Background: an optimization exercise with open tools, aiming at small area and a short achievable clock period. Do not read the settings as production practice. In this exercise RTL edits were held to simulation tests only and were not proved equivalent to the original. Power is estimated from default activity; no workload was simulated.

--- design/flow/design.v ---
package snoop_fifo_pkg;
    localparam int unsigned MAX_AW = 16;
endpackage
module sf_aoi222 (input logic a0, b0, a1, b1, a2, b2, output logic y);
    assign y = ~((a0 & b0) | (a1 & b1) | (a2 & b2));
endmodule
module sf_nand4 (input logic a, b, c, d, output logic y);
    assign y = ~(a & b & c & d);
endmodule
module sf_nor4 (input logic a, b, c, d, output logic y);
    assign y = ~(a | b | c | d);
endmodule
module sf_or4 (input logic a, b, c, d, output logic y);
    assign y = a | b | c | d;
endmodule
module sf_and2 (input logic a, b, output logic y);
    assign y = a & b;
endmodule
module sf_xnor2 (input logic a, b, output logic y);
    assign y = ~(a ^ b);
endmodule
module snoop_fifo_match (
    input  logic [15:0] m,
    output logic [4:0]  cnt,
    output logic        any,
    output logic [3:0]  idx
);
    logic pc_1;
    logic pc_2;
    logic pc_3;
    logic pc_4;
    logic pc_5;
    logic pc_6;
    logic pc_7;
    logic pc_8;
    logic pc_9;
    logic pc_10;
    logic pc_11;
    logic pc_12;
    logic pc_13;
    logic pc_14;
    logic pc_15;
    logic pc_16;
    logic pc_17;
    logic pc_18;
    logic pc_19;
    logic pc_20;
    logic pc_21;
    logic pc_22;
    logic pc_23;
    logic pc_24;
    logic pc_25;
    logic pc_26;
    logic pc_27;
    logic pc_28;
    logic pc_29;
    logic pc_30;
    assign pc_1 = m[0] ^ m[1] ^ m[2];
    assign pc_2 = (m[0] & m[1]) | (m[0] & m[2]) | (m[1] & m[2]);
    assign pc_3 = m[3] ^ m[4] ^ m[5];
    assign pc_4 = (m[3] & m[4]) | (m[3] & m[5]) | (m[4] & m[5]);
    assign pc_5 = m[6] ^ m[7] ^ m[8];
    assign pc_6 = (m[6] & m[7]) | (m[6] & m[8]) | (m[7] & m[8]);
    assign pc_7 = m[9] ^ m[10] ^ m[11];
    assign pc_8 = (m[9] & m[10]) | (m[9] & m[11]) | (m[10] & m[11]);
    assign pc_9 = m[12] ^ m[13] ^ m[14];
    assign pc_10 = (m[12] & m[13]) | (m[12] & m[14]) | (m[13] & m[14]);
    assign pc_11 = m[15] ^ pc_1 ^ pc_3;
    assign pc_12 = (m[15] & pc_1) | (m[15] & pc_3) | (pc_1 & pc_3);
    assign pc_13 = pc_5 ^ pc_7 ^ pc_9;
    assign pc_14 = (pc_5 & pc_7) | (pc_5 & pc_9) | (pc_7 & pc_9);
    assign pc_15 = pc_11 ^ pc_13;
    assign pc_16 = pc_11 & pc_13;
    assign pc_17 = pc_2 ^ pc_4 ^ pc_6;
    assign pc_18 = (pc_2 & pc_4) | (pc_2 & pc_6) | (pc_4 & pc_6);
    assign pc_19 = pc_8 ^ pc_10 ^ pc_12;
    assign pc_20 = (pc_8 & pc_10) | (pc_8 & pc_12) | (pc_10 & pc_12);
    assign pc_21 = pc_14 ^ pc_17 ^ pc_16;
    assign pc_22 = (pc_14 & pc_17) | (pc_14 & pc_16) | (pc_17 & pc_16);
    assign pc_23 = pc_19 ^ pc_21;
    assign pc_24 = pc_19 & pc_21;
    assign pc_25 = pc_18 ^ pc_20 ^ pc_22;
    assign pc_26 = (pc_18 & pc_20) | (pc_18 & pc_22) | (pc_20 & pc_22);
    assign pc_27 = pc_24 ^ pc_25;
    assign pc_28 = pc_24 & pc_25;
    assign pc_29 = pc_26 ^ pc_28;
    assign pc_30 = pc_26 & pc_28;
    assign cnt = {pc_30, pc_29, pc_27, pc_23, pc_15};
    logic [15:0] any0;
    assign any0 = 16'(m);
    logic [7:0] any1;
    logic [7:0][0:0] idx1;
    logic [3:0] any2;
    logic [3:0][1:0] idx2;
    logic [1:0] any3;
    logic [1:0][2:0] idx3;
    logic [0:0] any4;
    logic [0:0][3:0] idx4;
    always_comb begin
        for (int i = 0; i < 8; i++) begin
            any1[i] = any0[2*i+1] | any0[2*i];
            idx1[i] = any0[2*i+1];
        end
        for (int i = 0; i < 4; i++) begin
            any2[i] = any1[2*i+1] | any1[2*i];
            idx2[i] = any1[2*i+1] ? {1'b1, idx1[2*i+1]} : {1'b0, idx1[2*i]};
        end
        for (int i = 0; i < 2; i++) begin
            any3[i] = any2[2*i+1] | any2[2*i];
            idx3[i] = any2[2*i+1] ? {1'b1, idx2[2*i+1]} : {1'b0, idx2[2*i]};
        end
        for (int i = 0; i < 1; i++) begin
            any4[i] = any3[2*i+1] | any3[2*i];
            idx4[i] = any3[2*i+1] ? {1'b1, idx3[2*i+1]} : {1'b0, idx3[2*i]};
        end
    end
    assign any = any4[0];
    assign idx = idx4[0];
endmodule
module snoop_fifo_param #(
    parameter int unsigned WIDTH   = 64,
    parameter int unsigned DEPTH   = 48,
    parameter int unsigned KEY_W   = 16,
    parameter int unsigned KEY_LSB = 0,
    parameter int unsigned AW      = $clog2(DEPTH)
) (
    input  logic             clk,
    input  logic             rst,
    input  logic [WIDTH-1:0] wdata,
    input  logic             wvalid,
    output logic             wready,
    output logic [WIDTH-1:0] rdata,
    output logic             rvalid,
    input  logic             rready,
    input  logic [KEY_W-1:0] sdata,
    input  logic             svalid,
    output logic             sresp_valid,
    output logic             smatch,
    output logic [AW-1:0]    sage,
    output logic [AW:0]      shits,
    output logic [AW:0]      count
);
    localparam int unsigned NG = DEPTH / 3;     
    localparam int unsigned NK = KEY_W / 4;     
    localparam int unsigned GS = 16;            
    localparam int unsigned NGR = DEPTH / GS;   
    localparam int unsigned CW = 5;             
    localparam int unsigned IW = 4;             
    logic [DEPTH-2:0][WIDTH-1:0] mem;      
    logic                        push;
    logic                        pop;
    logic [DEPTH-1:0]            sel;
    logic [DEPTH-1:0][WIDTH-1:0] src;
    logic [WIDTH-1:0]            rd_d;
    logic [WIDTH-1:0]            rd_q;
    logic [DEPTH-1:0][KEY_W-1:0] key;
    logic [DEPTH-1:0]            occ;
    logic [DEPTH-1:0]            eq;
    logic [NGR-1:0][CW-1:0]      grp_cnt, cnt_q;
    logic [NGR-1:0][IW-1:0]      grp_idx;
    logic [NGR-1:0]              grp_any;
    logic [NGR-1:0][AW-1:0]      grp_age;
    logic [AW-1:0]               age_d;
    logic [AW:0]                 count_d;
    assign push = wvalid & wready;
    assign pop  = rvalid & rready;
    always_comb begin
        case ({push, pop})
            2'b10:   count_d = count + (AW+1)'(1);
            2'b01:   count_d = count - (AW+1)'(1);
            default: count_d = count;
        endcase
    end
    always_ff @(posedge clk or posedge rst) begin
        if (rst) begin
            count  <= '0;
            wready <= 1'b1;
            rvalid <= 1'b0;
        end else begin
            count  <= count_d;
            wready <= (count_d != (AW+1)'(DEPTH));
            rvalid <= (count_d != '0);
        end
    end
    for (genvar i = 0; i < DEPTH - 1; i++) begin : g_mem
        logic shift;
        sf_and2 u_en (.a(wvalid), .b(wready), .y(shift));
        always_ff @(posedge clk) begin
            if (shift)
                mem[i] <= (i == 0) ? wdata : mem[i-1];
        end
    end
    always_comb begin
        sel[0] = (count < (AW+1)'(2));
        for (int unsigned i = 1; i < DEPTH; i++)
            sel[i] = (count == (AW+1)'(i + 1));
        for (int unsigned i = 0; i < DEPTH; i++)
            occ[i] = (count > (AW+1)'(i));
    end
    assign src[0] = wdata;
    for (genvar i = 1; i < DEPTH; i++) begin : g_src
        assign src[i] = mem[i-1];
    end
    for (genvar b = 0; b < WIDTH; b++) begin : g_rd
        logic [NG-1:0]   t;
        logic [NG/4-1:0] u;
        for (genvar j = 0; j < NG; j++) begin : g_t
            sf_aoi222 u_t (
                .a0(src[3*j][b]),   .b0(sel[3*j]),
                .a1(src[3*j+1][b]), .b1(sel[3*j+1]),
                .a2(src[3*j+2][b]), .b2(sel[3*j+2]),
                .y (t[j])
            );
        end
        for (genvar j = 0; j < NG/4; j++) begin : g_u
            sf_nand4 u_u (.a(t[4*j]), .b(t[4*j+1]), .c(t[4*j+2]), .d(t[4*j+3]), .y(u[j]));
        end
        sf_or4 u_o (.a(u[0]), .b(u[1]), .c(u[2]), .d(u[3]), .y(rd_d[b]));
    end
    always_ff @(posedge clk) begin
        if (pop || !rvalid)
            rd_q <= rd_d;
    end
    assign rdata = rd_q;
    always_comb begin
        for (int unsigned i = 0; i < DEPTH - 1; i++)
            key[i] = mem[i][KEY_LSB +: KEY_W];
        key[DEPTH-1] = rd_q[KEY_LSB +: KEY_W];
    end
    for (genvar i = 0; i < DEPTH; i++) begin : g_eq
        logic [KEY_W-1:0] x;
        logic [NK-1:0]    n;
        logic             e;
        for (genvar b = 0; b < KEY_W; b++) begin : g_x
            sf_xnor2 u_x (.a(key[i][b]), .b(sdata[b]), .y(x[b]));
        end
        for (genvar j = 0; j < NK; j++) begin : g_n
            sf_nand4 u_n (.a(x[4*j]), .b(x[4*j+1]), .c(x[4*j+2]), .d(x[4*j+3]), .y(n[j]));
        end
        sf_nor4 u_e (.a(n[0]), .b(n[1]), .c(n[2]), .d(n[3]), .y(e));
        sf_and2 u_m (.a(e), .b(occ[i]), .y(eq[i]));
    end
    for (genvar g = 0; g < NGR; g++) begin : g_red
        snoop_fifo_match u_red (
            .m  (eq[g*GS +: GS]),
            .cnt(grp_cnt[g]),
            .any(grp_any[g]),
            .idx(grp_idx[g])
        );
        assign grp_age[g] = AW'(count - (AW+1)'(1 + g*GS) - (AW+1)'(grp_idx[g]));
    end
    always_comb begin
        age_d = '0;
        for (int g = 0; g < NGR; g++)
            if (grp_any[g])
                age_d = grp_age[g];
    end
    always_ff @(posedge clk or posedge rst) begin
        if (rst) begin
            sresp_valid <= 1'b0;
            smatch      <= 1'b0;
            sage        <= '0;
            cnt_q       <= '0;
        end else begin
            sresp_valid <= svalid;
            smatch      <= svalid & (|grp_any);
            sage        <= svalid ? age_d : '0;
            for (int g = 0; g < NGR; g++)
                cnt_q[g] <= svalid ? grp_cnt[g] : '0;
        end
    end
    assign shits = (AW+1)'(cnt_q[0]) + (AW+1)'(cnt_q[1]) + (AW+1)'(cnt_q[2]);
endmodule
--- design/flow/flow/run.sh ---
#!/bin/bash
# The standard layout (standard.sh: the ORFS flow and synthesis, unchanged steps),
# with two make settings that only change how hard the tools work:
#  - BUFFER_PORTS_ARGS: the port buffers are buf_2 cells rather than the default delay cells.
# make's full output goes to standard.log; ORFS keeps each step's own log under orfs/logs/.
set -euo pipefail
cd "$(dirname "$0")/.."
bash standard.sh SETUP_SLACK_MARGIN=109 "BUFFER_PORTS_ARGS=-buffer_cell sky130_fd_sc_hd__buf_2" finish > standard.log 2>&1
--- design/flow/standard.sh ---
#!/bin/bash
# synth_recipe.tcl (not shown) runs the flow's synth.tcl, then flattens the netlist and writes it again
# the make line also repeats each setting of config.mk as NAME=value (left out here)
make -C /OpenROAD-flow-scripts/flow DESIGN_CONFIG=/design/flow/config.mk WORK_HOME=/design/flow/orfs CLKGATE_MAP_FILE= SYNTH_SCRIPT=/design/flow/synth_recipe.tcl "${@:-finish}"
--- design/flow/config.mk ---
export PLATFORM = sky130hd
export DESIGN_NAME = snoop_fifo_param
export DESIGN_NICKNAME = snoop_fifo_param
export VERILOG_FILES = /design/flow/design.v
export SDC_FILE = /design/flow/constraint.sdc
export NUM_CORES = 4
export LEC_CHECK = 0
export CAP_MARGIN = 20
export CORE_MARGIN = 2
export CORE_UTILIZATION = 60
export CTS_CLUSTER_DIAMETER = 100
export CTS_CLUSTER_SIZE = 24
export SLEW_MARGIN = 20
export SYNTH_HIERARCHICAL = 1
--- design/flow/constraint.sdc ---
create_clock -name core_clock -period 140.0 [get_ports {clk}]
set_input_delay 28.0000 -clock core_clock [delete_from_list [all_inputs] [get_ports {clk}]]
set_output_delay 28.0000 -clock core_clock [all_outputs]
set_load 0.01 [all_outputs]
==> results of run 1 <==
==> modules after synthesis (local to each module, per instance) <==
| module | flops+latches | cells |
|---|---|---|
| sf_and2 | 0 | 1 |
| sf_aoi222 | 0 | 1 |
| sf_nand4 | 0 | 1 |
| sf_nor4 | 0 | 1 |
| sf_or4 | 0 | 1 |
| sf_xnor2 | 0 | 1 |
| snoop_fifo_match | 0 | 68 |
| snoop_fifo_param | 3104 | 3529 |
==> kinds of logic (layout without fill, tap and decap cells) <==
| kind of cell | Yosys count | after routing | share of synthesized area [%] |
|---|---|---|---|
| compound gates | 1127 | 1127 | 9.18 |
| buf+inv | 173 | 712 | 0.660 |
| fa+ha+maj | 99 | 99 | 1.31 |
| simple gates | 886 | 886 | 4.77 |
| mux | 12 | 12 | 0.103 |
| flops | 3104 | 3104 | 78.2 |
| xor+xnor | 779 | 779 | 5.74 |
| other cells | 0 | 8 | 0 |
==> synthesized netlist by cell type, types with 4 or more instances <==
cell type,count
edfxtp_1,3072
clkbuf_1,16
a21o_1,9
a21oi_1,39
and2_1,112
or4_1,65
dfrtp_1,31
nand4_1,455
xor2_1,5
ha_1,57
nand2_1,47
a222oi_1,1024
nand3_1,20
a221oi_1,4
xnor2_1,774
buf_4,31
mux2i_1,10
fa_1,42
nor4_2,48
o21a_1,4
nand2b_1,10
nor3_1,15
o31a_1,4
nor2b_1,11
o21ai_0,15
o31ai_1,4
nor3b_2,4
o211ai_1,4
and3_1,4
inv_1,119
nor2_1,75
==> how the worst max path moves through the flow <==
stage,to,from,slack (ps),cells after the start
floorplan,cnt_q[8],sdata[9],108520,15
CTS,cnt_q[3],sdata[5],108770,16
finish,cnt_q[3],sdata[6],108670,18
detailed placement,cnt_q[3],sdata[0],107190,16
global route,cnt_q[3],sdata[6],108610,17
global placement,cnt_q[13],sdata[7],107210,16
==> per-stage QoR <==
step | total power [uW] | instance area [sq um]
final | 2050 | 132000
after global routing | 2110 | 132000
after CTS | 2040 | 131000
after detailed placement | 1560 | 125000
after global placement | 1550 | 125000
after floorplan | 1380 | 119000
==> timing repair <==
item / in CTS / in global routing
gates cloned: 35 / 3
endpoints found under the setup margin: 19 / 15
hold buffers: 0 / 0
pin swaps: 50 / 44
gates resized for setup: 207 / 79
setup buffers: 54 / 23
==> area by class of cell <==
class | count | area (sq um)
Timing Repair Buffer | 409 | 4300
Tap cell | 2640 | 3300
Antenna cell | 8 | 20.0
Fill cell | 13100 | 65300
Clock buffer | 165 | 3890
Clock inverter | 19 | 240
Multi-Input combinational cell | 2903 | 26700
Inverter | 119 | 452
Sequential cell | 3104 | 93100
==> sequential cells by signal, summed over array words and instances, names as in the netlist <==
name / count
count: 7
rvalid: 1
rd_q: 64
mem: 3008
sresp_valid: 1
smatch: 1
wready: 1
sage: 6
cnt_q: 15
==> worst register-to-register path: cells and delay by family, from the launching register on <==
kind,cells,cell delay (ps)
DFF,1,420
adders and majority gates,8,2780
AOI/OAI and AO/OA,1,170
buffers and inverters,5,1360
and+or+nand+nor,4,980
==> layer usage <==
layer	track usage (%)	vias to the layer above	wire length, microns
li1	-	28200	-
met1	51.0	35800	134000
met2	44.6	5065	140000
met3	9.73	288	52100
met4	6.26	6	6390
met5	0	-	41
==> report_power, final <==
part,total [uW],internal [uW],switching [uW]
registers,1220,1150,67.3
clock network,484,204,280
logic,350,107,243
==> impl.org, run 1 <==
** Final layout
- Most frequent cells in the layout :: edfxtp_1 (3072), a222oi_1 (1024), xnor2_1 (690)
- Fraction of the core area covered by cells at the end of the flow :: 66.9%
- Of the cells placed in the final design, the portion with a size suffix greater than 1 is 13.9%.
- Most common library cell in the layout ignoring fill and taps :: edfxtp_1
- Nets@finish :: 6870
- Post-synthesis to final-layout area growth :: 10.9%
- Once layout is complete, the cells apart from fillers number 9367.

** Synthesis
- After synthesis, the largest area contributor takes up 77.6% of total cell area.
- The synthesized design contains 3104 register bits.
- In the synthesized netlist the async set-or-reset flop fraction comes to 1.03%.
- Sorting the synthesized cells by area gives the leading types as edfxtp_1 (78%), a222oi_1 (8.6%), xnor2_1 (5.7%).
- For this run, the register share of the synthesized area comes to 78.2%.
- Yosys mapped a number of flops with a built-in enable equal to 3072.
- A synthesized cell averages 19.2 sq um.
- Number of distinct library cells after synthesis :: 61
- The biggest area contributor in the post-synthesis netlist is edfxtp_1.
- After technology mapping, the gate count stands at 6180.
- Count of synthesis-stage warnings from yosys :: 8
- Most used flip-flop cell after synthesis :: edfxtp_1
- Mapped Nets :: 6364
- Netlist area before placement :: 119000 sq um

** Critical path
- The endpoint identified for the worst register-to-register timing path is cnt_q[8].
- The startpoint identified for the worst register-to-register timing path is count[1].
- Arrival time of the worst setup path :: 32080 ps
- Critical Path Most Common Cell :: fa_1
- Number of cell instances on the worst register-to-register path :: 18
- Crit path buffers/inverters :: 6
- Critical Path Source Type :: input pin
- Crit path largest cell delay :: 550 ps
- CP required :: 140740 ps
- The largest individual stage delay along the critical path comes from the cell fa_1.
- For flop-to-flop paths, the worst setup slack is 134180 ps.
- Cell breakdown of the critical path :: buf_16 > buf_16 > buf_12 > buf_12 > xnor2_1 > nand4_1 > nor4_4 > and2_1 > inv_2 > fa_1 > inv_2 > fa_1 > ha_2 > fa_2 > fa_1 > ha_4 > ha_4 > and2_1
- Setup CP Type :: input pin to register
- STA classifies the critical path endpoint as a register.
- On the critical path the largest part of the delay comes from adder cells.
- Critical path peak fanout :: 6

** Power
- Leakage power :: 0.0432 uW
- Highest ir drop seen on vdd :: 14.2 uV
- For this design the ratio of total power to cell area is 15.5 nW/um^2.

** Timing
- Setup repair after global routing missed its margin :: yes
- Total Neg Setup Slack :: 0 ps
- Across all hold checks on the routed design, the worst slack comes to 445 ps.
- Counting I/O delays and the setup requirement, the final critical path takes 31330 ps.
- Min setup slack post-route :: 108670 ps
- Measured against its own limit, the worst slew margin works out to 17.7%.
- Setup clock skew after layout :: 42.2 ps
- Count of final max-slew check failures :: 0
- Worst slew pin tran :: 1230 ps
- Setup violations remaining at the end of the flow were counted as 0.
- Timing would allow up to 0.0319 GHz.
- In the finished design, the share of the clock period the worst path needs comes to 22.4%.
- Final-report hold violation count :: 0

** Routing
- Final WL :: 333000 microns
- After detailed routing, the average wire length per cell comes to 35.5 microns.
- Via count :: 69400
- DRC viols :: 0
- Count of antenna-violating nets left after detailed routing :: 0
- In the routed layout, each cell is associated on average with a via count of 7.40.
- Detailed Route Iter0 Violations :: 16500
- The first detailed-routing pass ran for 14 iterations.

** Clock network
- Counting every sink on the clock net gives 3104.
- The tree is rooted in a clkbuf_16.
- Clock-pin slew was measured on the worst setup and hold paths at 100 ps.
- The number of clock buffers added by TritonCTS is 149.
- CTS H-tree depth :: 4
- Clock latency reported for the late side of the worst-skew pair :: 850 ps
- Clock buffer depth :: 3
- TritonCTS built the clock tree.

** Placed design
- Number of I/O port buffers :: 172
- Including well taps, the total number of placed cells is 9058.
- Before CTS, the worst setup slack after placement is 107190 ps.
- The wire-length estimate of the detail-placed layout is 206000 microns.
- Weighted congestion reported at the end of routability-driven placement :: 0.945

** Global route
- Maximum number of pins on one net before global-route repair :: 67
- Vias in the first global route :: 64500
- Overflow left after global routing :: 0
- Number of antenna violations at the first check in global routing :: 32
- The first global-routing pass estimated 472000 microns of wire.
- For this run, the total global-route usage over all layers was measured as 32.2%.

** Die
- Number of rows in the core area :: 163
- The die covers 202000 sq um.
- Number of top-level pins :: 173
- Die X :: 449 microns
- Die Ht :: 449 microns
- Area of the core :: 197000 sq um
- Once the floorplan was initialized, standard cells occupied 60.3% of the core.

** Job
- Max-cap violations in this run came to 0.

** Hold path
- The tightest min-delay check is of the register to register type.
- The worst hold path begins at mem[1325].
- Worst Hold End :: mem[1389]
- Cell depth of the worst min-delay path :: 0

** Run status
- The run finished with no timing, DRC or antenna violations.
==> run 2, diff against run 1 <==
--- a/design/flow/design.v
+++ b/design/flow/design.v
@@ -9,5 +9,2 @@
 endmodule
-module sf_nor4 (input logic a, b, c, d, output logic y);
-    assign y = ~(a | b | c | d);
-endmodule
 module sf_or4 (input logic a, b, c, d, output logic y);
@@ -17,2 +14,5 @@
     assign y = a & b;
+endmodule
+module sf_nor2 (input logic a, b, output logic y);
+    assign y = ~(a | b);
 endmodule
@@ -156,3 +156,3 @@
     logic [DEPTH-1:0][KEY_W-1:0] key;
-    logic [DEPTH-1:0]            occ;
+    logic [DEPTH-1:0]            vac;     
     logic [DEPTH-1:0]            eq;
@@ -197,3 +197,3 @@
         for (int unsigned i = 0; i < DEPTH; i++)
-            occ[i] = (count > (AW+1)'(i));
+            vac[i] = (count <= (AW+1)'(i));
     end
@@ -239,4 +239,4 @@
         end
-        sf_nor4 u_e (.a(n[0]), .b(n[1]), .c(n[2]), .d(n[3]), .y(e));
-        sf_and2 u_m (.a(e), .b(occ[i]), .y(eq[i]));
+        sf_or4  u_e (.a(n[0]), .b(n[1]), .c(n[2]), .d(n[3]), .y(e));
+        sf_nor2 u_m (.a(e), .b(vac[i]), .y(eq[i]));
     end
==> design/flow/run.sh (new file) <==
#!/bin/bash
# synth_recipe.tcl (not shown) runs the flow's synth.tcl, then flattens the netlist and writes it again
# the make line also repeats each setting of config.mk as NAME=value (left out here)
make -C /OpenROAD-flow-scripts/flow DESIGN_CONFIG=/design/flow/config.mk WORK_HOME=/design/flow/orfs CLKGATE_MAP_FILE= SYNTH_SCRIPT=/design/flow/synth_recipe.tcl finish
--- a/design/flow/config.mk
+++ b/design/flow/config.mk
@@ -9,3 +9,3 @@
 export CORE_MARGIN = 2
-export CORE_UTILIZATION = 60
+export CORE_UTILIZATION = 68
 export CTS_CLUSTER_DIAMETER = 100
removed: design/flow/flow/run.sh
removed: design/flow/standard.sh
==> run 2 against run 1 <==
  * Worst setup slack got worse by 980 ps
  * Combinational power up 6.0%
  * Synthesized area is 0.31% lower
  * Critical endpoint is now cnt_q[8]
  * Largest power group unchanged
==> impl.org, run 2 <==
** Timing
- Between clock sinks in the finished design, the worst skew comes to 30.6 ps.
- Setup repair after global routing missed its margin :: no
- Setup violations remaining at the end of the flow were counted as 0.
- In the final timing run, aggregate negative setup slack is 0 ps.
- The total count of max-transition violations in the final report was 0.
- Timing would allow up to 0.0310 GHz.
- Period Utilization, post-route :: 23.1%
- Hold slack final :: 441 ps
- The final hold violation count is 0.
- In this run the tightest slew margin relative to its limit is 22.8%.
- Crit path time final :: 32310 ps
- At the pin with the least slew margin, the transition time is 1160 ps.

** Clock network
- Clock-pin slew was measured on the worst setup and hold paths at 100 ps.
- Post-cts repair resize count :: 0
- # clock sinks :: 3104
- The clock reaches the later pin of the worst-skew pair after 840 ps.
- CTS H-tree depth :: 4
- For this design, the CTS-stage hold fixing added 0 buffers.
- Post-CTS setup repair buffer count :: 0
- Total CTS buffers :: 148
- The clock passes through at most 3 buffers.
- TritonCTS built the clock tree.
- CTS placed an instance of clkbuf_16 at the clock tree root.

** Power
- Highest ir drop seen on vdd :: 21.5 uV
- Leakage power :: 0.0411 uW
- Power dissipated by switching net loads :: 600 uW
- In this run, the combinational gates consume 17.8% of the power.
- Per report_power, the clock group accounts for 22.8% of the total.
- For this design the ratio of total power to cell area is 16.2 nW/um^2.
- Of the total power, the share spent switching nets is 28.9%.
- Internal portion of total power :: 1480 uW
- Sequential cell fraction of total power :: 59.4%

** Routing
- Ratio of routed vias to standard cells :: 7.66
- Detailed Route Iter0 Violations :: 17500
- Wirelength per Cell :: 33.8 microns
- The routed layout has 68300 vias.
- In the routed design, unresolved DRC markers number 0.
- For this block, the routed nets add up to 301000 microns of wire.
- The count of nets left with antenna violations once routing finished came out at 0.
- The first TritonRoute pass finished after 19 iterations.

** Synthesis
- Cell taking the most area after synthesis :: edfxtp_1
- The netlist uses 64 different library cells.
- Fraction of registers with async set or reset after synthesis :: 1.03%
- Sorting the synthesized cells by area gives the leading types as edfxtp_1 (78%), a222oi_1 (8.6%), xnor2_1 (5.7%).
- Counting flops with a built-in enable in the synthesized netlist gives 3072.
- Leading post-synthesis cells by instance count :: edfxtp_1 (3072), a222oi_1 (1024), xnor2_1 (775)
- Count of synthesis-stage warnings from yosys :: 8
- Mapped Nets :: 6356
- Sequential-to-total area share from yosys stat :: 78.5%
- After synthesis, the largest area contributor takes up 77.8% of total cell area.
- Number of standard cells after synthesis :: 6172
- edfxtp_1 is the most common cell in the netlist.
- Netlist area before placement :: 119000 sq um
- Mean post-synth cell area :: 19.2 sq um
- Among all flip-flop cells after synthesis, the most frequent one is edfxtp_1.
- Synthesis inferred 3104 register bits.

** Final layout
- Largest Register :: mem
- Most common library cell in the layout ignoring fill and taps :: edfxtp_1
- Flip-flop count of the largest register after layout :: 3008
- Proportion of layout cells with a drive suffix above 1 :: 6.47%
- Regs by FF count :: mem (3008), rd_q (64), cnt_q (15)
- The top cell types in the final layout, fill and taps aside, are edfxtp_1 (3072), a222oi_1 (1024), xnor2_1 (775).
- Fill cells in the final layout number 10300.
- Post-synthesis to final-layout area growth :: 8.16%
- At the end of the flow, the number of nets in the layout was 6739.

** Critical path
- The cell that appears most often on the critical path is fa_1.
- STA classifies the critical path startpoint as an input pin.
- By startpoint and endpoint, the worst setup path is classified as input pin to register.
- Cell breakdown of the critical path :: buf_2 > buf_4 > xnor2_1 > nand4_1 > or4_1 > nor2_1 > inv_1 > fa_1 > inv_1 > fa_1 > ha_1 > fa_1 > fa_1 > ha_1 > ha_1 > and2_1
- At the worst endpoint, the required time is 140730 ps.
- STA puts the critical path data arrival time at 33040 ps.
- For this run, the slowest stage of the critical path takes 640 ps.
- Among all stages on the critical path, the largest delay is contributed by buf_4.
- Crit. End Element :: register
- In this run the worst path has a maximum fanout of 38.

** Die
- The floorplan step set the die height to 422 microns.
- Die X :: 422 microns
- After floorplanning, the core was sized to cover 174000 sq um.
- Area enclosed by the die boundary :: 178000 sq um
- Initial Util :: 68.3%
- Number of top-level pins :: 173
- The floorplan has 153 rows.

** Hold path
- Class of the most critical hold timing path :: register to register

** Global route
- Number of antenna violations at the first check in global routing :: 32
- Entering global routing, the biggest net connects 66 pins.
- Vias in the first global route :: 63500
- For this run, the total global-route usage over all layers was measured as 33.3%.
- Overflow left after global routing :: 0
- The first global-routing pass estimated 437000 microns of wire.

** Placed design
- Post-DP HPWL :: 203000 microns
- Number of I/O port buffers :: 172
- Weighted congestion reported at the end of routability-driven placement :: 0.989

** Run status
- Status :: no timing/DRC/antenna violations

** Job
- Max-cap violations in this run came to 0.
==> run 2: stage by stage <==
stage | std cells | area, sq um | util, % | total power [uW] | worst slack (ps)
after detailed placement | 8727 | 124000 | 71.4 | 1610 | 106880
after global placement | 8727 | 124000 | 71.4 | 1600 | 106950
final | 8916 | 128000 | 73.9 | 2080 | 107690
after global routing | 8913 | 128000 | 73.9 | 2130 | 107520
after CTS | 8910 | 128000 | 73.8 | 2070 | 107800
after floorplan | 6172 | 119000 | - | 1410 | 108120
==> run 2: logic make-up after synthesis <==
family,after synthesis,share of synthesized area [%]
adder cells (fa/ha/maj),99,1.31
AND/OR/NAND/NOR,876,4.47
multiplexers,8,0.0697
buffers and inverters,178,0.684
XOR/XNOR,781,5.77
AO/OA/AOI/OAI,1126,9.22
flip-flops,3104,78.5
==> run 2: layer usage <==
metal | part of all wire [%] | vias up | wire [microns] | track usage [%]
li1 | - | 27900 | - | -
met1 | 39 | 34600 | 118000 | 52.6
met2 | 44 | 5452 | 132000 | 48.0
met3 | 15 | 320 | 44800 | 8.36
met4 | 2.0 | 2 | 6170 | 6.85
met5 | 0.0043 | - | 13 | 0
==> run 2: area by class of cell <==
| cell class | instances | area (sq um) | share of cell area [%] |
|---|---|---|---|
| sequential | 3104 | 93100 | 72.6 |
| timing repair buffer | 291 | 2590 | 2.02 |
| clock inverter | 16 | 193 | 0.150 |
| inverter | 120 | 450 | 0.351 |
| antenna | 3 | 7.51 | 0.00585 |
| clock buffer | 167 | 3900 | 3.04 |
| multi-input combinational | 2890 | 25100 | 19.6 |
| tap | 2325 | 2910 | 2.27 |
==> run 2: worst max-delay path, delay by kind of cell <==
family / cells / cell delay [ps]
adders and majority gates: 7 / 2460
and+or+nand+nor: 4 / 1190
buffers and inverters: 4 / 1070
xor gates and xnor gates: 1 / 220
==> run 2: path summary, 6_finish.rpt <==
| path | start | endpoint | slack [ps] | cells past startpoint |
|---|---|---|---|---|
| worst max-delay path | sdata[12] | cnt_q[8] | 107690 | 16 |
| worst min-delay path | mem[2128] | mem[2192] | 440 | 0 |
| worst max register to register | count[5] | cnt_q[8] | 133420 | 18 |
| worst min register to register | mem[2128] | mem[2192] | 440 | 0 |
| max in group asynchronous | rst | wready | 112070 | 3 |
| min in group asynchronous | rst | cnt_q[3] | 27570 | 3 |
==> run 2: power by group through the flow <==
| stage | clock [uW] | sequential (uW) | combinational [uW] |
|---|---|---|---|
| after floorplan | 0 | 1220 | 183 |
| after global placement | 0 | 1240 | 352 |
| after detailed placement | 0 | 1250 | 357 |
| after CTS | 479 | 1230 | 359 |
| after global routing | 507 | 1240 | 386 |
| final | 473 | 1230 | 371 |
==> run 2: modules after synthesis, one instance, submodules excluded <==
module	cells	flip-flops and latches
sf_and2	1	0
sf_aoi222	1	0
sf_nand4	1	0
sf_nor2	1	0
sf_or4	1	0
sf_xnor2	1	0
snoop_fifo_match	68	0
snoop_fifo_param	3521	3104
==> run 3, diff against run 2 <==
--- a/design/flow/design.v
+++ b/design/flow/design.v
@@ -9,2 +9,16 @@
 endmodule
+module sf_nor2 (input logic a, b, output logic y);
+    assign y = ~(a | b);
+endmodule
+module sf_and3 (input logic a, b, c, output logic y);
+    assign y = a & b & c;
+endmodule
+module sf_fa (input logic a, b, c, output logic s, co);
+    assign s  = a ^ b ^ c;
+    assign co = (a & b) | (a & c) | (b & c);
+endmodule
+module sf_ha (input logic a, b, output logic s, co);
+    assign s  = a ^ b;
+    assign co = a & b;
+endmodule
 module sf_or4 (input logic a, b, c, d, output logic y);
@@ -14,5 +28,2 @@
     assign y = a & b;
-endmodule
-module sf_nor2 (input logic a, b, output logic y);
-    assign y = ~(a | b);
 endmodule
@@ -57,32 +68,17 @@
     logic pc_30;
-    assign pc_1 = m[0] ^ m[1] ^ m[2];
-    assign pc_2 = (m[0] & m[1]) | (m[0] & m[2]) | (m[1] & m[2]);
-    assign pc_3 = m[3] ^ m[4] ^ m[5];
-    assign pc_4 = (m[3] & m[4]) | (m[3] & m[5]) | (m[4] & m[5]);
-    assign pc_5 = m[6] ^ m[7] ^ m[8];
-    assign pc_6 = (m[6] & m[7]) | (m[6] & m[8]) | (m[7] & m[8]);
-    assign pc_7 = m[9] ^ m[10] ^ m[11];
-    assign pc_8 = (m[9] & m[10]) | (m[9] & m[11]) | (m[10] & m[11]);
-    assign pc_9 = m[12] ^ m[13] ^ m[14];
-    assign pc_10 = (m[12] & m[13]) | (m[12] & m[14]) | (m[13] & m[14]);
-    assign pc_11 = m[15] ^ pc_1 ^ pc_3;
-    assign pc_12 = (m[15] & pc_1) | (m[15] & pc_3) | (pc_1 & pc_3);
-    assign pc_13 = pc_5 ^ pc_7 ^ pc_9;
-    assign pc_14 = (pc_5 & pc_7) | (pc_5 & pc_9) | (pc_7 & pc_9);
-    assign pc_15 = pc_11 ^ pc_13;
-    assign pc_16 = pc_11 & pc_13;
-    assign pc_17 = pc_2 ^ pc_4 ^ pc_6;
-    assign pc_18 = (pc_2 & pc_4) | (pc_2 & pc_6) | (pc_4 & pc_6);
-    assign pc_19 = pc_8 ^ pc_10 ^ pc_12;
-    assign pc_20 = (pc_8 & pc_10) | (pc_8 & pc_12) | (pc_10 & pc_12);
-    assign pc_21 = pc_14 ^ pc_17 ^ pc_16;
-    assign pc_22 = (pc_14 & pc_17) | (pc_14 & pc_16) | (pc_17 & pc_16);
-    assign pc_23 = pc_19 ^ pc_21;
-    assign pc_24 = pc_19 & pc_21;
-    assign pc_25 = pc_18 ^ pc_20 ^ pc_22;
-    assign pc_26 = (pc_18 & pc_20) | (pc_18 & pc_22) | (pc_20 & pc_22);
-    assign pc_27 = pc_24 ^ pc_25;
-    assign pc_28 = pc_24 & pc_25;
-    assign pc_29 = pc_26 ^ pc_28;
-    assign pc_30 = pc_26 & pc_28;
+    sf_fa u_pc_1 (.a(m[0]), .b(m[1]), .c(m[2]), .s(pc_1), .co(pc_2));
+    sf_fa u_pc_3 (.a(m[3]), .b(m[4]), .c(m[5]), .s(pc_3), .co(pc_4));
+    sf_fa u_pc_5 (.a(m[6]), .b(m[7]), .c(m[8]), .s(pc_5), .co(pc_6));
+    sf_fa u_pc_7 (.a(m[9]), .b(m[10]), .c(m[11]), .s(pc_7), .co(pc_8));
+    sf_fa u_pc_9 (.a(m[12]), .b(m[13]), .c(m[14]), .s(pc_9), .co(pc_10));
+    sf_fa u_pc_11 (.a(m[15]), .b(pc_1), .c(pc_3), .s(pc_11), .co(pc_12));
+    sf_fa u_pc_13 (.a(pc_5), .b(pc_7), .c(pc_9), .s(pc_13), .co(pc_14));
+    sf_ha u_pc_15 (.a(pc_11), .b(pc_13), .s(pc_15), .co(pc_16));
+    sf_fa u_pc_17 (.a(pc_2), .b(pc_4), .c(pc_6), .s(pc_17), .co(pc_18));
+    sf_fa u_pc_19 (.a(pc_8), .b(pc_10), .c(pc_12), .s(pc_19), .co(pc_20));
+    sf_fa u_pc_21 (.a(pc_14), .b(pc_17), .c(pc_16), .s(pc_21), .co(pc_22));
+    sf_ha u_pc_23 (.a(pc_19), .b(pc_21), .s(pc_23), .co(pc_24));
+    sf_fa u_pc_25 (.a(pc_18), .b(pc_20), .c(pc_22), .s(pc_25), .co(pc_26));
+    sf_ha u_pc_27 (.a(pc_24), .b(pc_25), .s(pc_27), .co(pc_28));
+    sf_ha u_pc_29 (.a(pc_26), .b(pc_28), .s(pc_29), .co(pc_30));
     assign cnt = {pc_30, pc_29, pc_27, pc_23, pc_15};
@@ -156,3 +152,3 @@
     logic [DEPTH-1:0][KEY_W-1:0] key;
-    logic [DEPTH-1:0]            vac;     
+    logic [DEPTH-1:0]            occ;
     logic [DEPTH-1:0]            eq;
@@ -197,3 +193,3 @@
         for (int unsigned i = 0; i < DEPTH; i++)
-            vac[i] = (count <= (AW+1)'(i));
+            occ[i] = (count > (AW+1)'(i));
     end
@@ -232,3 +228,3 @@
         logic [NK-1:0]    n;
-        logic             e;
+        logic             p, q;
         for (genvar b = 0; b < KEY_W; b++) begin : g_x
@@ -239,4 +235,5 @@
         end
-        sf_or4  u_e (.a(n[0]), .b(n[1]), .c(n[2]), .d(n[3]), .y(e));
-        sf_nor2 u_m (.a(e), .b(vac[i]), .y(eq[i]));
+        sf_nor2 u_p (.a(n[0]), .b(n[1]), .y(p));
+        sf_nor2 u_q (.a(n[2]), .b(n[3]), .y(q));
+        sf_and3 u_m (.a(p), .b(q), .c(occ[i]), .y(eq[i]));
     end
==> run 3 against run 2 <==
  * Via count down 0.18%
  * Cell area down 0.28%
  * Die area down 0.17%
  * Largest cell class unchanged
  * Largest power group unchanged
==> impl.org, run 3 <==
** Synthesis
- By area the synthesized netlist is led by edfxtp_1 (78%), a222oi_1 (8.7%), xnor2_1 (5.7%).
- Summing every instance area after synthesis gives 118000 sq um.
- Number of synthesized flops with an enable pin :: 3072
- Summing the sequential cell areas from Yosys gives 78.6% of the chip area.
- Mapped Nets :: 6333
- Mean post-synth cell area :: 19.2 sq um
- During synthesis, Yosys emitted a total of 8 warnings.
- Count of state elements after synthesis :: 3104
- Most used flip-flop cell after synthesis :: edfxtp_1
- In this run the biggest area consumer among cell types represents 77.9% of the synthesized area.
- Counting every instance in the synthesized netlist gives 6158.
- Fraction of registers with async set or reset after synthesis :: 1.03%
- Leading post-synthesis cells by instance count :: edfxtp_1 (3072), a222oi_1 (1024), xnor2_1 (774)
- Yosys instantiated no cell more often than edfxtp_1.
- The number of different library cells used by synthesis comes to 62.
- Of all cell types, the one taking the most synthesized area is edfxtp_1.

** Die
- Initial Util :: 68.2%
- For this design the top-level I/O count stands at 173.
- Number of rows in the core area :: 153
- The floorplan step defined a die boundary enclosing 177000 sq um.
- Area of the core :: 173000 sq um
- From bottom edge to top edge, the die measures 421 microns.
- The die is 421 microns wide.

** Global route
- Entering global routing, the biggest net connects 66 pins.
- Overall Global Routing Usage :: 33.3%
- Vias in the first global route :: 63800
- Overflow left after global routing :: 0
- The first global-routing pass estimated 439000 microns of wire.
- The number of antenna violations at the first check in global routing is 22.

** Critical path
- Crit. Startpoint :: sdata[15]
- Crit. End Element :: register
- Number of cell instances on the worst register-to-register path :: 19
- Setup CP Type :: input pin to register
- Data on the critical path arrives at its endpoint at 32860 ps.
- The endpoint identified for the worst register-to-register timing path is sage[5].
- The largest single stage delay on the critical path is 600 ps.
- Along the worst path, the maximum fanout reaches 38.
- R2r startpoint :: count[0]
- CP required :: 140680 ps
- Critical Path Source Type :: input pin
- Cell breakdown of the critical path :: buf_2 > buf_4 > xnor2_1 > nand4_1 > nor2_1 > and3_1 > or4_4 > nor4b_4 > o31ai_1 > o311ai_0 > inv_1 > ha_1 > ha_1 > inv_1 > fa_1 > nor2b_1 > o21ai_0 > and4_1 > o31ai_1 > o311ai_1
- In this run the register-to-register setup slack is 133510 ps.
- Critical-path cell with the highest stage delay :: buf_4
- Following the worst setup path forward leads to its endpoint at sage[5].

** Run status
- The run finished with no timing, DRC or antenna violations.

** Final layout
- Final non-filler cell total :: 8906
- Proportion of layout cells with a drive suffix above 1 :: 6.31%
- Inserted Diodes :: 0
- Largest Register :: mem
- Most frequent cells in the layout :: edfxtp_1 (3072), a222oi_1 (1024), xnor2_1 (774)
- The library cell used most frequently in the layout, excluding fill and tap cells, is edfxtp_1.
- The register with the most flip-flops in the layout has 3008 of them.
- Regs by FF count :: mem (3008), rd_q (64), cnt_q (15)
- The area growth from synthesis to layout is 8.04%.
- The final layout contains 6721 nets.
- Layout filler cell count :: 10300

** Timing
- At the pin with the least slew margin, the transition time is 1160 ps.
- Clock skew on the completed layout was measured at 26.5 ps.
- Count of final max-slew check failures :: 0
- Of the available clock period, the critical path in the final layout requires 23.0%.
- Setup repair after global routing left no endpoint under its margin.
- Crit path time final :: 32170 ps
- The tightest hold path in the finished design has a slack of 438 ps.
- Setup total negative slack on the finished layout was measured at 0 ps.
- Setup violations remaining at the end of the flow were counted as 0.
- Timing would allow up to 0.0311 GHz.
- Relative max-transition margin :: 22.7%
- The final hold violation count is 0.

** Hold path
- Hold path startpoint :: mem[2323]
- The min-delay analysis places its worst path in the category register to register.

** Clock network
- Hold repair after CTS inserted 0 buffers.
- After clock tree synthesis, the repair step resized 0 gates.
- Total CTS buffers :: 147
- Post-CTS setup repair buffer count :: 0
- CTS tree :: built
- Clock-pin slew on the worst setup and hold paths :: 100 ps
- # clock sinks :: 3104
- Clock latency reported for the late side of the worst-skew pair :: 830 ps
- Clock buffer depth :: 3
- CTS H-tree depth :: 4
- The tree is rooted in a clkbuf_16.

** Routing
- Detailed Routing Iterations Pass 1 :: 17
- Final WL :: 301000 microns
- The final route contains 68200 vias.
- After detailed routing, the number of remaining DRC violations is 0.
- Dividing the detail-routed wire length by the instance count gives 33.8 microns.
- Detailed Route Iter0 Violations :: 17200
- The detail route stage leaves a number of antenna-violating nets equal to 0.
- Ratio of routed vias to standard cells :: 7.65

** Job
- Max-Cap Viols :: 0

** Power
- Highest ir drop seen on vdd :: 14.8 uV
- The completed layout was analyzed and its total power is 2060 uW.
- For this design the static power due to leakage is 0.0412 uW.
- Power spread over the standard cell area amounts to 16.1 nW/um^2.

** Placed design
- The number of placed instances, taps included, is 8722.
- Weighted congestion reported at the end of routability-driven placement :: 1.02
- Post-DP HPWL :: 198000 microns
- The count of buffers added on input and output ports is 172.
## run 3: cell types whose count changed in the layout (fill, tap and decap cells not counted), sizes merged, moves of 9 or more
cell	previous run	this run
a21oi	21	50
and3	6	62
ha	57	48
inv	124	61
nand2	28	42
nor2	132	162
o22ai	13	0
or2	14	3
or4	113	68
## run 3: routing by layer
| metal | vias up | GRT usage, % | wire length (microns) |
|---|---|---|---|
| met5 | - | 0 | 27 |
| met4 | 4 | 6.08 | 5540 |
| met3 | 309 | 8.55 | 45900 |
| met2 | 5532 | 47.5 | 131000 |
| met1 | 34400 | 53.4 | 118000 |
| li1 | 27900 | - | - |
## run 3: logic make-up after synthesis
kind of cell	Yosys count	share of synthesized area, %
flip-flops	3104	78.6
XOR/XNOR	778	5.76
AND/OR/NAND/NOR	925	4.58
multiplexers	9	0.0772
AO/OA/AOI/OAI	1142	9.29
buffers and inverters	110	0.465
adder cells (fa/ha/maj)	90	1.22
## run 3: where the power goes
part           switching [uW]  internal (uW)
logic                     261            119
registers                65.0           1140
clock network             271            200
total                     597           1460
## run 3: worst min path at each step
stage,depth (start not counted),end,slack (ps)
final,0,mem[2387],440
after global routing,0,mem[2391],450
after CTS,0,mem[878],440
after detailed placement,0,mem[1395],430
after global placement,0,mem[1816],430
after floorplan,0,mem[1000],430
## run 3: Yosys stat by module (local to each module, per instance), a selection
module            times used  flip-flops and latches
sf_or4                    64                       0
sf_ha                     12                       0
sf_and3                   48                       0
snoop_fifo_param           1                    3104
sf_aoi222               1024                       0
sf_nor2                   96                       0
snoop_fifo_match           3                       0
sf_and2                   47                       0
## run 3: critical path, delay by kind of cell
family                   cells  cell delay (ps)
AO/OA/AOI/OAI                5              760
AND/OR/NAND/NOR              7             1780
buffers and inverters        4             1180
adder cells (fa/ha/maj)      3              870
XOR/XNOR                     1              150
## run 3: cell type report
type / count / area, sq um / share of cell area [%]
Tap cell: 2325 / 2910 / 2.27
Clock buffer: 170 / 3870 / 3.03
Multi-Input combinational cell: 2944 / 25100 / 19.6
Inverter: 55 / 206 / 0.161
Sequential cell: 3104 / 93100 / 72.8
Timing Repair Buffer: 294 / 2560 / 2.00
Clock inverter: 14 / 173 / 0.135
## run 3: metrics by stage
step	cell area (sq um)	util (%)	setup slack, ps
floorplan	118000	-	108660
global placement	124000	71.4	107260
detailed placement	124000	71.4	107150
CTS	128000	73.7	108000
global route	128000	73.7	107630
finish	128000	73.7	107830
==> run 4, diff against run 3 <==
==> design/flow/flow/run.sh (new file) <==
#!/bin/bash
# The standard layout (standard.sh: the ORFS flow and synthesis, unchanged steps), except
# that the port buffers are buf_2 cells rather than the default delay cells (BUFFER_PORTS_ARGS).
# make's full output goes to standard.log; ORFS keeps each step's own log under orfs/logs/.
set -euo pipefail
cd "$(dirname "$0")/.."
bash standard.sh "BUFFER_PORTS_ARGS=-buffer_cell sky130_fd_sc_hd__buf_2" finish > standard.log 2>&1
==> design/flow/standard.sh (new file) <==
#!/bin/bash
# synth_recipe.tcl (not shown) runs the flow's synth.tcl, then flattens the netlist and writes it again
# the make line also repeats each setting of config.mk as NAME=value (left out here)
make -C /OpenROAD-flow-scripts/flow DESIGN_CONFIG=/design/flow/config.mk WORK_HOME=/design/flow/orfs CLKGATE_MAP_FILE= SYNTH_SCRIPT=/design/flow/synth_recipe.tcl "${@:-finish}"
removed: design/flow/run.sh
==> run 4 against run 3 <==
  * Still clean
  * Total power decreased by 0.69%
  * Sequential share of layout area increased by 0.46 points
  * Critical path depth unchanged
  * Hold slack improved by 4.6 ps
  * Clock power about the same
  * Cell area decreased by 0.62%
  * Worst setup slack got worse by 69 ps
  * Maximum frequency decreased by 0.22%
  * Synthesized cell count unchanged
  * Non-clock buffer count decreased by 1
  * Sequential power about the same
  * Core utilization decreased by 0.46 points
  * Critical endpoint unchanged
  * Largest cell class unchanged
  * Largest power group unchanged
  * Highest routed layer unchanged
==> impl.org, run 4 <==
** Critical path
- The worst register-to-register path begins at count[1].
- Setup slack on the worst reg-to-reg path comes out at 133310 ps.
- Number of cell instances on the worst register-to-register path :: 20
- Arrival time of the worst setup path :: 32930 ps
- STA classifies the critical path startpoint as an input pin.
- Destination of the worst register-to-register timing path :: sage[5]
- Crit. End Element :: register
- Critical path peak fanout :: 45
- Setup CP Type :: input pin to register
- Capturing instance or port of the critical path :: sage[5]
- Crit. Startpoint :: sdata[11]
- For the worst setup path, the data required time is 140690 ps.

** Final layout
- The filler cells instantiated in the layout total 10500.
- Cells with a size suffix above 1 make up 8.65% of the layout.
- Most frequent cells in the layout :: edfxtp_1 (3072), a222oi_1 (1024), xnor2_1 (774)
- The register with the most flip-flops in the layout has 3008 of them.
- Regs by FF count :: mem (3008), rd_q (64), cnt_q (15)
- The register with the most flip-flops in the final layout is mem.
- Excluding fillers, the count of instances in the completed layout stands at 8907.
- Post-synthesis to final-layout area growth :: 7.37%
- Most common library cell in the layout ignoring fill and taps :: edfxtp_1
- At the end of the flow, the number of nets in the layout was 6720.

** Timing
- Hold slack final :: 442 ps
- Setup repair after global routing left no endpoint under its margin.
- Subtracting the final worst setup slack from the clock period gives 32240 ps.
- Count of endpoints failing setup in the final report :: 0
- Based on the critical path, the design can be clocked at up to 0.0310 GHz.
- The worst path meets setup with 107760 ps of slack.
- The total count of max-transition violations in the final report came to 0.
- Relative max-transition margin :: 24.1%
- Adding up every negative setup slack in the final design gives 0 ps.
- The worst path uses 23.0% of the clock period.
- For the pin with the worst max-slew slack, the measured transition is 1140 ps.
- On the final layout, the worst clock skew is 32.8 ps.
- Final-report hold violation count :: 0

** Placed design
- Routability-driven placement finished with a final weighted congestion of 1.03.
- Summed over all nets, the half-perimeter wirelength after detailed placement is 196000 microns.
- Number of I/O port buffers :: 172
- Worst slack, placed :: 107100 ps
- After detailed placement, the design holds a cell count of 8720.

** Global route
- Global routing used 33.0% of the available tracks across all layers.
- Wire length of the first global-routing pass :: 436000 microns
- Number of antenna violations at the first check in global routing :: 36
- Maximum number of pins on one net before global-route repair :: 66
- The via count of the first global-routing pass is 63800.
- Overflow left after global routing :: 0

** Clock network
- Clock latency on the worst-skew pair, taken at its later pin, is 840 ps.
- Clock buffer depth :: 3
- Post-CTS timing repair inserted 0 buffers for setup.
- In this run, CTS created clock tree buffers numbering 147.
- TritonCTS built the clock tree.
- CTS H-tree depth :: 4
- # clock sinks :: 3104
- After clock tree synthesis, the repair step resized 0 gates.
- Root buffer cell :: clkbuf_16
- Cts hold-fix bufs :: 0
- After clock tree synthesis, the clock-pin slew on the worst setup and hold paths is 100 ps.

** Power
- For this design the ratio of total power to cell area is 16.1 nW/um^2.
- Summed over all cells, the static leakage comes to 0.0412 uW.
- Power, Total :: 2040 uW
- Highest ir drop seen on vdd :: 13.4 uV

** Routing
- For this block, the initial DRC count from the detailed router was 16900.
- Wirelength per Cell :: 33.6 microns
- After detailed routing, the number of remaining DRC violations is 0.
- The final route contains 68400 vias.
- Count of antenna-violating nets left after detailed routing :: 0
- The first detailed-routing pass took 17 iterations.
- After detailed routing, the number of vias per cell comes to 7.68.
- Summed over all layers, the routed wires come to 299000 microns.

** Synthesis
- During synthesis, Yosys emitted a total of 8 warnings.
- Fraction of registers with async set or reset after synthesis :: 1.03%
- Synthesis inferred 3104 register bits.
- Top cells by area in the synthesized netlist :: edfxtp_1 (78%), a222oi_1 (8.7%), xnor2_1 (5.7%)
- Leading post-synthesis cells by instance count :: edfxtp_1 (3072), a222oi_1 (1024), xnor2_1 (774)
- After synthesis, the netlist uses 62 different library cells.
- Most numerous cell in the Yosys netlist :: edfxtp_1
- Mean post-synth cell area :: 19.2 sq um
- Number of synthesized flops with an enable pin :: 3072
- Share of the synthesized area in the top cell type :: 77.9%
- For this run, the register share of the synthesized area comes to 78.6%.
- Among all flip-flop cells after synthesis, the most frequent one is edfxtp_1.
- Mapped Nets :: 6333
- Cell taking the most area after synthesis :: edfxtp_1
- The cell area that synthesis handed to floorplanning was 118000 sq um.
- Number of standard cells after synthesis :: 6158

** Die
- Die X :: 421 microns
- Number of rows in the core area :: 153
- Area enclosed by the die boundary :: 177000 sq um
- The die is 421 microns tall.
- Initial Util :: 68.2%
- Number of top-level pins :: 173
- Area of the core :: 173000 sq um

** Job
- Max-Cap Viols :: 0

** Hold path
- Class of the most critical hold timing path :: register to register
- The worst hold path passes through 0 cells.

** Run status
- Status :: no timing/DRC/antenna violations
==> run 4: Yosys stat by module, one instance, submodules excluded, excerpt <==
module            flops+latches  times used  cells
sf_and2                       0          47      1
sf_aoi222                     0        1024      1
sf_ha                         0          12      1
sf_nor2                       0          96      1
sf_or4                        0          64      1
sf_xnor2                      0         768      1
snoop_fifo_param           3104           1   3528
==> run 4: power breakdown <==
part	internal, uW	total (uW)	switching [uW]
Combinational	107	367	260
Sequential	1140	1210	65.1
Clock	198	470	272
==> run 4: logic make-up (layout without fill, tap and decap cells) <==
group / after synthesis / count (layout) / synth area share, %
muxes: 9 / 9 / 0.0772
DFF: 3104 / 3104 / 78.6
buffers and inverters: 110 / 530 / 0.465
other: 0 / 4 / 0
and+or+nand+nor: 925 / 925 / 4.58
AOI/OAI and AO/OA: 1142 / 1142 / 9.29
adders and majority gates: 90 / 90 / 1.22
xor gates and xnor gates: 778 / 778 / 5.76
==> run 4: through the flow <==
stage,cell area [sq um],utilization [%]
floorplan,118000,-
CTS,127000,73.3
finish,127000,73.3
global placement,123000,70.9
global route,127000,73.3
detailed placement,123000,70.9
==> run 4: how the worst min path moves through the flow <==
stage | slack [ps] | endpoint | startpoint
4_1_cts | 440 | mem[1831] | mem[1767]
2_1_floorplan | 430 | mem[1000] | mem[936]
6_report | 440 | mem[2141] | mem[2077]
5_1_grt | 450 | mem[2141] | mem[2077]
3_3_place_gp | 430 | mem[1830] | mem[1766]
3_5_place_dp | 430 | mem[419] | mem[355]
==> run 4: area by class of cell <==
| class | instances | area [sq um] | area share [%] |
|---|---|---|---|
| diodes | 4 | 10.0 | 0.00788 |
| clock buffers | 169 | 3870 | 3.04 |
| clock inverters | 13 | 148 | 0.116 |
| inverters | 55 | 206 | 0.162 |
| multi-input cells | 2944 | 25100 | 19.8 |
| flip-flops and latches | 3104 | 93100 | 73.2 |
| well taps | 2325 | 2910 | 2.29 |
| repair buffers | 293 | 1780 | 1.40 |
==> run 4: worst max-delay path: stages <==
cell	delay, ps
buf_2	140
buf_4	620
xnor2_1	190
nand4_1	170
nor2_1	100
and3_1	210
or4_4	560
nor4b_4	390
o31ai_1	120
o311ai_0	180
inv_1	250
ha_1	350
ha_1	160
inv_1	50
fa_1	370
nor2b_1	150
o21ai_0	170
and4_1	250
o31ai_1	210
o311ai_1	130
==> run 4: layer usage <==
metal  vias to the layer above  wire, microns  GRT usage (%)
li1                      27900              -              -
met1                     34500         119000           53.1
met2                      5609         130000           47.0
met3                       363          44100           7.86
met4                        10           6110           6.72
met5                         -             69              0
==> run 5, diff against run 4 <==
==> design/flow/flow/run.sh (replaced) <==
#!/bin/bash
# The standard layout (standard.sh: the ORFS flow and synthesis, unchanged steps),
# with two make settings that only change how hard the tools work:
#  - SETUP_SLACK_MARGIN: repair_timing keeps improving the worst paths until their slack under
#    the design's own constraints is at least this much (the SDC and clock period are
#    unchanged); TNS_END_PERCENT in config.mk keeps it to the worst few endpoints;
#  - BUFFER_PORTS_ARGS: the port buffers are buf_2 cells rather than the default delay cells.
# make's full output goes to standard.log; ORFS keeps each step's own log under orfs/logs/.
set -euo pipefail
cd "$(dirname "$0")/.."
bash standard.sh SETUP_SLACK_MARGIN=110 "BUFFER_PORTS_ARGS=-buffer_cell sky130_fd_sc_hd__buf_2" finish > standard.log 2>&1
--- a/design/flow/config.mk
+++ b/design/flow/config.mk
@@ -9,3 +9,3 @@
 export CORE_MARGIN = 2
-export CORE_UTILIZATION = 68
+export CORE_UTILIZATION = 60
 export CTS_CLUSTER_DIAMETER = 100
@@ -14 +14,2 @@
 export SYNTH_HIERARCHICAL = 1
+export TNS_END_PERCENT = 5
==> run 5 against run 4 <==
  * Maximum frequency is 3.5% higher
  * Largest power group unchanged
  * Register-to-register slack better by 520 ps
  * Worst setup slack gained 1100 ps
  * Clock-buffer cell count fell by 14
  * Sequential power is essentially flat
==> impl.org, run 5 <==
** Routing
- Wirelength per Cell :: 34.9 microns
- Ratio of routed vias to standard cells :: 7.37
- Detailed Routing Iterations Pass 1 :: 17
- Via count :: 68800
- Final WL :: 326000 microns
- Count of antenna-violating nets left after detailed routing :: 0
- DRC viols :: 0
- Detailed Route Iter0 Violations :: 16000

** Critical path
- For the worst setup path, the data required time is 140740 ps.
- The startpoint identified for the worst register-to-register timing path is count[1].
- STA classifies the critical path endpoint as a register.
- Critical-path cell with the highest stage delay :: fa_1
- In this design, the stage delay of the slowest critical-path cell is 550 ps.
- The worst setup path is launched from an input pin.
- The critical path is of the input pin to register type.
- Cell breakdown of the critical path :: buf_16 > buf_16 > buf_12 > buf_8 > xnor2_2 > nand4_1 > nor2_2 > and3_4 > fa_1 > fa_1 > ha_2 > fa_2 > fa_1 > ha_2 > ha_4 > and2_4
- The number of buffers and inverters on the critical path is 4.
- Top delay family on crit path :: adder cells
- Crit. Startpoint :: sdata[11]
- Among the stages of the critical path, the cell type that occurs most often is fa_1.
- Critical path peak fanout :: 8
- Arrival time of the worst setup path :: 31880 ps

** Synthesis
- Counting every net in the synthesized netlist gives 6333.
- Fraction of registers with async set or reset after synthesis :: 1.03%
- In the post-synthesis netlist, the cell with the most instances is edfxtp_1.
- Top cells by area in the synthesized netlist :: edfxtp_1 (78%), a222oi_1 (8.7%), xnor2_1 (5.7%)
- In this run, distinct cell masters in the synthesized netlist total 62.
- Cell taking the most area after synthesis :: edfxtp_1
- In the synthesized netlist the dominant register cell turns out to be edfxtp_1.
- Sequential cells were found to cover 78.6% of the synthesized design area.
- Summing every instance area after synthesis gives 118000 sq um.
- Mean post-synth cell area :: 19.2 sq um
- After synthesis the netlist holds a flip-flop and latch count of 3104.
- Leading post-synthesis cells by instance count :: edfxtp_1 (3072), a222oi_1 (1024), xnor2_1 (774)
- In this run, synthesis inferred 3072 flip-flops with an integrated enable.
- Number of standard cells after synthesis :: 6158
- Share of the synthesized area in the top cell type :: 77.9%
- For this run, the number of Yosys warnings is 8.

** Global route
- Wire length of the first global-routing pass :: 459000 microns
- Overflow left after global routing :: 0
- Vias in the first global route :: 64100
- Maximum number of pins on one net before global-route repair :: 66
- The number of antenna violations at the first check in global routing came to 32.
- In the global route stage, overall resource usage came out at 31.7%.

** Final layout
- The library cell used most frequently in the layout, excluding fill and tap cells, is edfxtp_1.
- Proportion of layout cells with a drive suffix above 1 :: 12.8%
- The final layout contains 6841 nets.
- From synthesis to final layout, the design area changed by 10.4%.
- Fraction of the core area covered by cells at the end of the flow :: 66.4%
- The layout has 13300 filler cells.
- Largest Register :: mem
- The largest registers in the layout are mem (3008), rd_q (64), cnt_q (15).
- The library cells used most frequently in the layout, excluding fill and tap cells, are edfxtp_1 (3072), a222oi_1 (1024), xnor2_1 (722).
- Flip-flop count of the largest register after layout :: 3008

** Clock network
- Total CTS buffers :: 149
- CTS tree :: built
- After clock tree synthesis, the clock-pin slew on the worst setup and hold paths is 100 ps.
- Counting every sink on the clock net gives 3104.
- The clock passes through at most 3 buffers.
- In this run the number of H-tree levels came out at 4.
- The clock reaches the later pin of the worst-skew pair after 850 ps.
- CTS placed an instance of clkbuf_16 at the clock tree root.

** Die
- From bottom edge to top edge, the die measures 448 microns.
- Die X :: 448 microns
- The die covers 201000 sq um.
- 173 I/O pins were placed.
- Initial Util :: 60.2%
- After floorplanning, the core was divided into 163 placement rows.
- Area of the core :: 197000 sq um

** Timing
- The worst pin sits at a relative slew slack of 21.5%.
- Setup repair after global routing missed its margin :: yes
- For the pin with the worst max-slew slack, the measured transition is 1170 ps.
- Counting I/O delays and the setup requirement, the final critical path takes 31140 ps.
- Period Utilization, post-route :: 22.2%
- Count of final max-slew check failures :: 0
- After routing, the total negative slack on setup checks comes to 0 ps.
- F_max :: 0.0321 GHz
- The final hold violation count is 0.
- Setup clock skew after layout :: 30.1 ps
- Count of endpoints failing setup in the final report :: 0

** Power
- The analysis attributes to cell leakage a power of 0.0425 uW.
- VDD sags by at most 13.2 uV.
- Power density cells :: 15.9 nW/um^2

** Hold path
- Hold path startpoint :: mem[233]
- In this run the worst hold path is classified as register to register.

** Placed design
- Post-DP HPWL :: 206000 microns
- Weighted congestion reported at the end of routability-driven placement :: 0.970
- Port buffering added 172 buffers.

** Run status
- The run finished with no timing, DRC or antenna violations.

** Job
- The tool flagged a number of max-cap violations equal to 0.
[run 5: cell types whose count changed in the layout (fill, tap and decap cells not counted), sizes merged]
cell	previous run	this run
inv	61	63
clkinv	6	12
bufinv	0	1
bufbuf	0	5
buf	293	403
diode	4	9
clkbuf	169	159
[run 5: layout make-up]
class                      count  area [sq um]  share of cell area (%)
antenna                        9          22.5                  0.0172
clock buffer                 155          3750                    2.87
clock inverter                22           338                   0.259
inverter                      55           206                   0.158
multi-input combinational   2944         26000                    19.9
sequential                  3104         93100                    71.2
tap                         2640          3300                    2.53
timing repair buffer         412          3930                    3.00
[run 5: worst reg2reg max path, cell delays in order, from the launching register on]
cell,delay [ps]
dfrtp_1,730
inv_1,550
ha_1,500
nand3_1,490
nor2_4,210
buf_4,600
a21oi_1,140
and3_4,260
fa_1,560
fa_1,420
ha_2,190
fa_2,340
fa_1,560
ha_4,180
ha_4,200
and2_1,150
[run 5: kinds of logic (layout without fill, tap and decap cells)]
kind of cell	Yosys count	after routing	synth area share, %
xor gates and xnor gates	778	778	5.76
other	0	9	0
muxes	9	9	0.0772
DFF	3104	3104	78.6
buffers and inverters	110	644	0.465
and+or+nand+nor	925	925	4.58
AOI/OAI and AO/OA	1142	1142	9.29
adders and majority gates	90	90	1.22
[run 5: what timing repair did]
action                     in CTS  in global routing
cloned                         25                  4
pin swaps                      52                 43
setup endpoints to repair      29                 30
setup buffers                  44                 41
resized for setup             201                 34
hold buffers                    0                  0
hold endpoints to repair        0                  0
[run 5: modules after synthesis, one instance, submodules excluded]
module,flops+latches,times used
sf_xnor2,0,768
sf_and3,0,48
sf_or4,0,64
sf_aoi222,0,1024
sf_and2,0,47
snoop_fifo_match,0,3
sf_ha,0,12
sf_nand4,0,448
sf_fa,0,33
sf_nor2,0,96
snoop_fifo_param,3104,1
[run 5: final timing paths]
kind / endpoint / slack (ps) / cells past startpoint
max: cnt_q[13] / 108860 / 16
max in group asynchronous: wready / 112410 / 3
min: mem[297] / 430 / 0
max reg2reg: cnt_q[3] / 133830 / 15
min in group asynchronous: cnt_q[8] / 27240 / 3
min reg2reg: mem[297] / 430 / 0
[run 5: metrics by stage]
stage          std cells  hold slack [ps]  power (uW)  worst slack (ps)  cell area (sq um)
2_1_floorplan       6158              426        1390            108780             119000
3_3_place_gp        9040              428        1580            107150             124000
3_5_place_dp        9040              431        1590            107030             124000
4_1_cts             9286              434        2070            109000             130000
5_1_grt             9333              452        2150            108840             131000
6_report            9341              434        2080            108860             131000
[run 5: where the power goes]
group | switching, uW | internal (uW) | leakage, uW
sequential | 65.2 | 1140 | 0.0305
clock | 280 | 198 | 0.00199
combinational | 278 | 118 | 0.0100
[run 5: metal layers]
layer / share of wire, % / global-route usage [%] / up-vias
met4: 2.0 / 6.37 / 24
met3: 15 / 11.2 / 351
met1: 41 / 49.2 / 35400
met2: 42 / 43.5 / 4841
li1: - / - / 28200
met5: 0.045 / 0 / -

## static timing again, ports no longer ideal
Ports are ideal in the flow. The routed layouts listed here were re-timed in OpenROAD.
Step 1, drivers: a clkbuf_16 drives clk and a buf_2 each remaining input, both assumed.
Step 2 adds t to the input delays and takes it off the output delays; t is the mean of the earliest and latest rising clock arrival at the registers after step 1. Input paths then give back, and output paths get back, about the clock's delay inside the block.
Three values: ideal ports, drivers, drivers and shift; two values: the first two.
| run | shift t [ns] | setup WS [ns] | worst setup path at the end | worst data-port slew with drivers (ns) |
|---|---|---|---|---|
| run 1 | 0.918 | 108.667 / 108.697 / 107.779 | input to register | 0.11 |
| run 2 | 0.925 | 107.692 / 107.769 / 106.844 | input to register | 0.04 |
| run 3 | 0.903 | 107.825 / 107.888 / 106.985 | input to register | 0.04 |
| run 4 | 0.915 | 107.756 / 107.820 / 106.906 | input to register | 0.04 |
| run 5 | 0.922 | 108.859 / 108.818 / 107.896 | input to register | 0.16 |
After both steps every run listed still meets setup and hold. For run 5, which loses most, drivers alone change the setup slack by -0.041 ns; drivers and shift together by -0.963 ns.
